Context: an optimization exercise on an open-source flow, tuned for small area and few clock cycles. The choices shown serve that exercise and are no tape-out recipe.
The RTL was checked by simulation tests, not by an equivalence proof against the original design.

==> job 7689 <==
==> flow/design.v (excerpt) <==
module pw_conv_top (
    input  logic               ap_clk,
    input  logic               areset,
    input  logic               ap_start,
    input  logic [31:0]        num_weights,
    input  logic [31:0]        num_bias,
    input  logic [31:0]        num_pixels,
    input  logic [15:0]        cfg_quant_m,
    input  logic [4:0]         cfg_quant_n,
    input  logic               cfg_use_relu,
    input  logic [127:0]       param_data,
    input  logic               param_valid,
    input  logic [63:0]        pixel_data,
    input  logic               pixel_valid,
    output logic               ap_idle,
    output logic               ap_done,
    output logic               param_ready,
    output logic               pixel_ready,
    output logic [63:0]        out_data,
    output logic               out_valid,
    output logic               out_last
);
clock: 12.0 ns
lec_check: 0
abc_area: 1
cap_margin: 20
core_margin: 2
core_utilization: 55
cts_cluster_diameter: 70
cts_cluster_size: 35
gpl_timing_driven: 0
place_density: 0.65
slew_margin: 20
synth_hierarchical: 1
synth_minimum_keep_size: 0
standard.sh (not shown) runs the stock make flow with config.mk's settings and CLKGATE_MAP_FILE= SYNTH_SCRIPT=/design/flow/synth_recipe.tcl, a recipe that flattens the netlist after the stock synthesis.
==> flow/flow/run.sh <==
#!/bin/bash
# The standard layout, with the input and output port buffers made of
# buf_2 cells instead of the delay cells buffer_ports picks by default.
# All tool output goes to standard.log; ORFS's own step logs stay under orfs/logs.
set -euo pipefail
export BUFFER_PORTS_ARGS="-buffer_cell sky130_fd_sc_hd__buf_2"
bash standard.sh > standard.log 2>&1
==> inputs of job 8172, as changes to job 7689 <==
--- a/flow/design.v
+++ b/flow/design.v
@@ -33,29 +33,21 @@
 endmodule
 module pw_ha (input logic a, input logic b, output logic s, output logic co);
     assign s  = a ^ b;
     assign co = a & b;
 endmodule
 module pw_mac (
-    input  logic [7:0]  p,
+    input  logic [3:0]  one,
+    input  logic [3:0]  two,
+    input  logic [3:0]  neg,
     input  logic [7:0]  w,
     input  logic [15:0] b,
     output logic [16:0] acc
 );
-    logic [8:0] px;
-    logic [3:0] one, two, neg;
     logic [8:0] we;
-    assign px = {p, 1'b0};
     assign we = {w[7], w};
-    always_comb begin
-        for (int k = 0; k < 4; k++) begin
-            one[k] = px[2*k+1] ^ px[2*k];
-            two[k] = (px[2*k+2] & ~px[2*k+1] & ~px[2*k]) | (~px[2*k+2] & px[2*k+1] & px[2*k]);
-            neg[k] = px[2*k+2] & ~(px[2*k+1] & px[2*k]);
-        end
-    end
     logic [8:0] sel0;
     assign sel0 = ({9{one[0]}} & we | {9{two[0]}} & {we[7:0], 1'b0}) ^ {9{neg[0]}};
     logic [8:0] sel1;
     assign sel1 = ({9{one[1]}} & we | {9{two[1]}} & {we[7:0], 1'b0}) ^ {9{neg[1]}};
     logic [8:0] sel2;
     assign sel2 = ({9{one[2]}} & we | {9{two[2]}} & {we[7:0], 1'b0}) ^ {9{neg[2]}};
@@ -1658,22 +1650,32 @@
             if (i != 8) begin
                 wring[i] <= wring[i-1];
                 bring[i] <= bring[i-1];
             end
         end
     end
-    logic [63:0]        pix_r;
+    logic [3:0]         pd_one [LANES];
+    logic [3:0]         pd_two [LANES];
+    logic [3:0]         pd_neg [LANES];
     logic [16:0]        acc_n [LANES];
     logic [7:0]         q_n   [LANES];
     logic               v1, l1, v2, l2;
     logic [63:0]        out_r;
     logic [31:7]        keep_mask;
     logic [7:0]         m_s1, m_s2, m_s3;
+    logic [8:0]         px_ext [LANES];
+    always_comb begin
+        for (int i = 0; i < LANES; i++) begin
+            px_ext[i] = {pixel_data[i*8 +: 8], 1'b0};
+        end
+    end
     for (genvar g = 0; g < LANES; g++) begin : g_mac
         pw_mac u_mac (
-            .p   (pix_r[g*8 +: 8]),
+            .one (pd_one[g]),
+            .two (pd_two[g]),
+            .neg (pd_neg[g]),
             .w   (psel ? wring[8][g*8 +: 8]   : wring[0][g*8 +: 8]),
             .b   (psel ? bring[8][g*16 +: 16] : bring[0][g*16 +: 16]),
             .acc (acc_n[g])
         );
     end
     always_ff @(posedge ap_clk) begin
@@ -1683,13 +1685,20 @@
         end else begin
             v1 <= pfire;
             v2 <= v1;
         end
         l1    <= pcnt_n == xb;
         l2    <= l1;
-        pix_r <= pixel_data;
+        for (int i = 0; i < LANES; i++) begin
+            for (int k = 0; k < 4; k++) begin
+                pd_one[i][k] <= px_ext[i][2*k+1] ^ px_ext[i][2*k];
+                pd_two[i][k] <= (px_ext[i][2*k+2] & ~px_ext[i][2*k+1] & ~px_ext[i][2*k]) |
+                                (~px_ext[i][2*k+2] & px_ext[i][2*k+1] & px_ext[i][2*k]);
+                pd_neg[i][k] <= px_ext[i][2*k+2] & ~(px_ext[i][2*k+1] & px_ext[i][2*k]);
+            end
+        end
         psel  <= p_t8;
         for (int i = 0; i < LANES; i++) begin
             out_r[i*8 +: 8] <= q_n[i];
         end
     end
     always_comb begin
==> comparison <==
- Of job 7689 and job 8172, job 7689 has the higher register-to-register slack (gap 0.03 ns).
- In die area, job 7689 and job 8172 hardly differ.
- Against job 7689, the first-iteration DRC count of job 8172 is larger by 1.2%.
- Of job 7689 and job 8172, job 8172 has the higher via count (gap about 0.9%, measured against job 8172).
- Between job 7689 and job 8172, the lower sequential cell count is in job 7689 (gap 32).
- Against job 8172, the global-route usage of job 7689 is lower by 0.61 points.
- Routed wire length: job 8172 is larger than job 7689 (1.7%).
- Between job 8172 and job 7689, the lower count of clock-buffer cells in the layout is in job 7689 (gap 3).
- Between job 8172 and job 7689, the lower final cell count is in job 7689 (gap about 0.6%, measured against job 7689).
Testbench counts of job 7689, summed over its fixed seeds: cycles 15,005.
Testbench counts of job 8172, summed over its fixed seeds: cycles 15,005.

* * *

==> inputs of run a <==
pw_conv_top, a different RTL version from the one above (not shown whole).
Settings: LEC_CHECK=0, ABC_AREA=1, CAP_MARGIN=20, CORE_MARGIN=2, CORE_UTILIZATION=55, CTS_CLUSTER_DIAMETER=70, CTS_CLUSTER_SIZE=35, GPL_TIMING_DRIVEN=0, PLACE_DENSITY=0.65, SLEW_MARGIN=20, SYNTH_HIERARCHICAL=1, SYNTH_MINIMUM_KEEP_SIZE=0; clock period 12.0 ns.
Scripts as last shown in full above: flow/flow/run.sh
==> inputs of run b, as changes to run a <==
--- a/flow/design.v
+++ b/flow/design.v
@@ -1496,12 +1496,15 @@
     logic               v1, l1, v2, l2;
     logic [63:0]        out_r;
     logic [31:7]        keep_mask;
     logic [8:0]         m_one, m_two;
     logic [7:0]         m_neg;
     logic [17:0]        mx;
+    logic [15:0]        m_r;
+    logic [4:0]         n_r;
+    logic               relu_r;
     logic [8:0]         px_ext [LANES];
     always_comb begin
         for (int i = 0; i < LANES; i++) begin
             px_ext[i] = {pixel_data[i*8 +: 8], 1'b0};
         end
     end
@@ -1522,12 +1525,15 @@
         end else begin
             v1 <= pfire;
             v2 <= v1;
         end
         l1    <= pcnt_n == xb;
         l2    <= l1;
+        m_r    <= cfg_quant_m;
+        n_r    <= cfg_quant_n;
+        relu_r <= cfg_use_relu;
         for (int i = 0; i < LANES; i++) begin
             for (int k = 0; k < 4; k++) begin
                 pd_one[i][k] <= px_ext[i][2*k+1] ^ px_ext[i][2*k];
                 pd_two[i][k] <= (px_ext[i][2*k+2] & ~px_ext[i][2*k+1] & ~px_ext[i][2*k]) |
                                 (~px_ext[i][2*k+2] & px_ext[i][2*k+1] & px_ext[i][2*k]);
                 pd_neg[i][k] <= px_ext[i][2*k+2] & ~(px_ext[i][2*k+1] & px_ext[i][2*k]);
@@ -1536,35 +1542,35 @@
         psel  <= p_t8;
         for (int i = 0; i < LANES; i++) begin
             out_r[i*8 +: 8] <= q_n[i];
         end
     end
     always_comb begin
-        mx = {1'b0, cfg_quant_m, 1'b0};
+        mx = {1'b0, m_r, 1'b0};
         for (int k = 0; k < 9; k++) begin
             m_one[k] = mx[2*k+1] ^ mx[2*k];
             m_two[k] = (k < 8) ? ((mx[2*k+2] & ~mx[2*k+1] & ~mx[2*k]) |
                                   (~mx[2*k+2] & mx[2*k+1] & mx[2*k])) : 1'b0;
         end
         for (int k = 0; k < 8; k++) begin
             m_neg[k] = mx[2*k+2] & ~(mx[2*k+1] & mx[2*k]);
         end
     end
     always_comb begin
         for (int b = 7; b < 32; b++) begin
-            keep_mask[b] = (6'(b) >= {1'b0, cfg_quant_n} + 6'd7);
+            keep_mask[b] = (6'(b) >= {1'b0, n_r} + 6'd7);
         end
     end
     for (genvar g = 0; g < LANES; g++) begin : g_lane
         pw_requant u_rq (
             .acc       (acc_n[g]),
             .one       (m_one),
             .two       (m_two),
             .neg       (m_neg),
-            .n         (cfg_quant_n),
-            .relu      (cfg_use_relu),
+            .n         (n_r),
+            .relu      (relu_r),
             .keep_mask (keep_mask),
             .q         (q_n[g])
         );
     end
     assign out_data  = out_r;
     assign out_valid = v2;
==> results.cfg <==
[outcome]
outcome = no timing/DRC/antenna violations

[routing]
wl_met1_um = 202000

[grt]
grt_use_met1_pct = 41.8

[critical_path]
required_ns = 12.74

[layout]
nFillCells = 25455
nNetsFinal = 19172
clockBufferCount = 145
(the above is from run b)
==> results.cfg <==
[routing]
vias = 110884
wl_met1_um = 201000

[placement]
portBuffers = 322

[outcome]
outcome = no timing/DRC/antenna violations

[critical_path]
required_ns = 12.87
start_kind = flop
path_class = flop to flop
critPathSlowestCell = fa_1
regToRegStartpoint = psel

[yosys]
netlist_instances = 16174

[layout]
nNetsFinal = 18932
clockBufferCount = 132

[floorplanning]
ioPinCount = 385
core_area_um2 = 290000
(the above is from run a)
Testbench counts of run a, summed over its fixed seeds: cycles 15,005.
Testbench counts of run b, summed over its fixed seeds: cycles 15,005.

[separate check: timing with driven ports]
In the flow no input, the clock included, has a driving cell. The finished layouts below were timed again as built, in two steps.
Step 1: set_driving_cell puts a clkbuf_16 on ap_clk and a buf_2 on each other input, an assumption about the parent block.
Step 2 moves the port delays by t, midway between the first and last clock arrival at a register: inputs arrive t later, outputs are due t later. That takes back most of the time a late clock gives input paths.
Three values: ideal ports, drivers, drivers and shift; two values: the first two.
| run | t (ns) | setup WS [ns] | latest minus earliest clock arrival (ns) | worst register clock-pin slew, ns | worst slew at a driven data input, ns |
|---|---|---|---|---|---|
| job 7689 | 0.975 | 0.527 / 0.527 / 0.527 | 0.107 / 0.108 | 0.12 / 0.12 | 0.10 |
| job 8172 | 0.960 | 0.497 / 0.497 / 0.497 | 0.103 / 0.104 | 0.12 / 0.12 | 0.34 |
| run a | 1.001 | 0.405 / 0.405 / 0.405 | 0.151 / 0.151 | 0.12 / 0.12 | 0.13 |
| run b | 0.949 | 0.429 / 0.429 / 0.429 | 0.098 / 0.098 | 0.12 / 0.12 | 0.22 |
After both steps setup and hold are still met in every run listed.
